What follows belongs to an exercise in optimizing a design on an open flow for small area; a production flow would make more cautious choices.
Function was checked by simulation only, so behaviour that the tests miss may differ from the original.
No activity file was given, so power comes from the tool's default toggle rates.

## try-quartz
==> flow/design.v (excerpt) <==
module register_bank #(
    parameter int unsigned DATA_W   = 32,
    parameter int unsigned ADDR_W   = 5,
    parameter int unsigned NUM_READ = 2
) (
    input  logic                         clk,
    input  logic                         resetN,
    input  logic [NUM_READ*ADDR_W-1:0]   readAddr,
    output logic [NUM_READ*DATA_W-1:0]   readData,
    output logic [NUM_READ-1:0]          readBusy,
    input  logic                         writeEnable,
    input  logic [ADDR_W-1:0]            writeReg,
    input  logic [DATA_W-1:0]            writeData,
    input  logic                         reserveEnable,
    input  logic [ADDR_W-1:0]            reserveReg,
    input  logic                         flush
);
Settings: LEC_CHECK=0, CAP_MARGIN=20, CORE_MARGIN=2, CORE_UTILIZATION=55, SETUP_SLACK_MARGIN=0.2, SLEW_MARGIN=20, SYNTH_HIERARCHICAL=1; clock period 7.0 ns.
standard.sh (not shown) runs the stock make flow with config.mk's settings and CLKGATE_MAP_FILE= SYNTH_SCRIPT=/design/flow/synth_recipe.tcl, a recipe that flattens the netlist after the stock synthesis.
==> flow/flow/run.sh <==
#!/bin/bash
# Own layout flow: the standard ORFS flow (standard.sh), with two changes
# to how the layout is made; the design, clock period and constraints are
# untouched:
#  - ports are buffered with the smallest buffer (repair may upsize it),
#  - the clock tree uses clkbuf_8 in sink clusters of up to 16 and no dummy
#    loads.
# Each ORFS step writes its full log under orfs/logs; make's own output goes
# to standard.log in this folder.
set -euo pipefail
export BUFFER_PORTS_ARGS="-buffer_cell sky130_fd_sc_hd__buf_1"
export CTS_ARGS="-sink_clustering_enable -repair_clock_nets -buf_list {sky130_fd_sc_hd__clkbuf_8} -sink_clustering_size 16 -sink_clustering_max_diameter 75 -dont_use_dummy_load"
bash standard.sh > standard.log 2>&1
try-quartz: no failed stages, no open violations at the end
For try-sierra, these inputs were changed with respect to try-quartz:
- PLACE_DENSITY: unset -> 0.68
- CORE_UTILIZATION: 55 -> 45
### Flow results
Looking at try-sierra and try-quartz, the clock-cell share of area is a wash.
try-sierra against try-quartz: overall power lower; proportion of layout cells with a drive suffix above 1 went down 1.4 points; fmax saw an increase; buffer depth of the longest clock path comparable; minimum period implied by the final worst setup slack decreased by 150 ps relative to the old numbers.
Area of the core: try-sierra vs try-quartz up about 21%
The following lists how try-ember was set up differently from try-sierra:
- clearing PLACE_DENSITY, which used to be 0.68
--- a/flow/flow/run.sh
+++ b/flow/flow/run.sh
@@ -12 +12 @@
-export CTS_ARGS="-sink_clustering_enable -repair_clock_nets -buf_list {sky130_fd_sc_hd__clkbuf_8} -sink_clustering_size 16 -sink_clustering_max_diameter 75 -dont_use_dummy_load"
+export CTS_ARGS="-sink_clustering_enable -repair_clock_nets -buf_list {sky130_fd_sc_hd__clkbuf_8} -sink_clustering_size 16 -sink_clustering_max_diameter 50 -dont_use_dummy_load"
### Flow results
Compare try-ember and try-sierra | sequential share of layout area higher: try-sierra. Part of the power in combinational logic essentially unchanged between try-ember and try-sierra. Between try-ember and try-sierra, it is try-ember whose time the worst path needs with I/O delays and setup is higher, by 450 ps.
Edits applied to the flow inputs when going from try-ember to try-willow:
- CORE_UTILIZATION: 45 -> 30
Results
Relative to try-ember, the final standard cell area without fillers measured on try-willow has increased slightly.
Count of clock-buffer cells in the layout came out lower on try-willow than on try-ember.
Comparing try-willow and try-ember, the lower growth of design area from synthesis to finish is on try-ember.
Relative to try-ember, met1 track demand over resource has decreased by 12 points in try-willow.
try-willow against try-ember: utilization after layout fell 16 points; count of nets after finishing rose 0.33%.
Modified inputs, try-indigo compared to try-willow
- SLEW_MARGIN: 20 -> 5
- CORE_UTILIZATION: 30 -> 45
- CAP_MARGIN: 20 -> 5
Findings:
Having completed the whole flow, try-indigo delivered a layout that passed the timing, design-rule and antenna checks.
try-indigo against try-willow: total power now sits higher, switching part of the total went down by 0.59 points, instance count after placement with tap cells included has decreased.
The hold slack of try-indigo was inferior to that of try-willow.
Compared with try-willow, try-indigo shows a pin slew with the least headroom to its limit that is 130 ps higher.
Delay of the slowest cell on the worst path on try-indigo is down relative to try-willow.
Against try-willow, try-indigo comes in 15 points higher on effective utilization at floorplan.
Measured against each other, try-willow and try-indigo differ in total via count in the routed design, the lower figure coming from try-indigo.
Higher number of non-clock buffers in the layout among try-willow and try-indigo: try-willow
Global-route usage for try-indigo is higher than for try-willow.
Relative to try-willow, fraction of power consumed by combinational cells has decreased by 0.3 points in try-indigo.

## static timing again, ports no longer ideal
In the flow no input, the clock included, has a driving cell. The finished layouts below were timed again as built, in two steps.
Step 1 (the two cells are an assumption about what drives the block):
set clk [get_ports {clk}]
set_driving_cell -lib_cell sky130_fd_sc_hd__clkbuf_16 $clk
set_driving_cell -lib_cell sky130_fd_sc_hd__buf_2 [delete_from_list [all_inputs] $clk]
Step 2, shift: input delay + t, output delay - t, t = (earliest + latest rising clock arrival at the registers) / 2. This alone moves slack from input paths to output paths.
a / b / c = ideal / step 1 / step 2; a / b = the first two.
| run | t (ns) | setup WS [ns] | worst register clock-pin slew, ns | worst data-port slew with drivers (ns) | pins driven straight from the clock port |
|---|---|---|---|---|---|
| try-quartz | 0.774 | 0.932 / 0.906 / 0.906 | 0.11 / 0.11 | 0.06 | 1 |
| try-sierra | 0.760 | 1.079 / 1.056 / 1.056 | 0.11 / 0.11 | 0.08 | 1 |
| try-ember | 0.791 | 0.625 / 0.596 / 0.596 | 0.10 / 0.10 | 0.08 | 1 |
| try-willow | 0.837 | 0.792 / 0.759 / 0.759 | 0.11 / 0.11 | 0.17 | 1 |
| try-indigo | 0.786 | 0.721 / 0.695 / 0.695 | 0.10 / 0.10 | 0.08 | 1 |
After both steps setup and hold are still met in every run listed. The setup slack of try-willow, which loses most, moves by -0.033 ns with the drivers and by -0.033 ns with both steps.
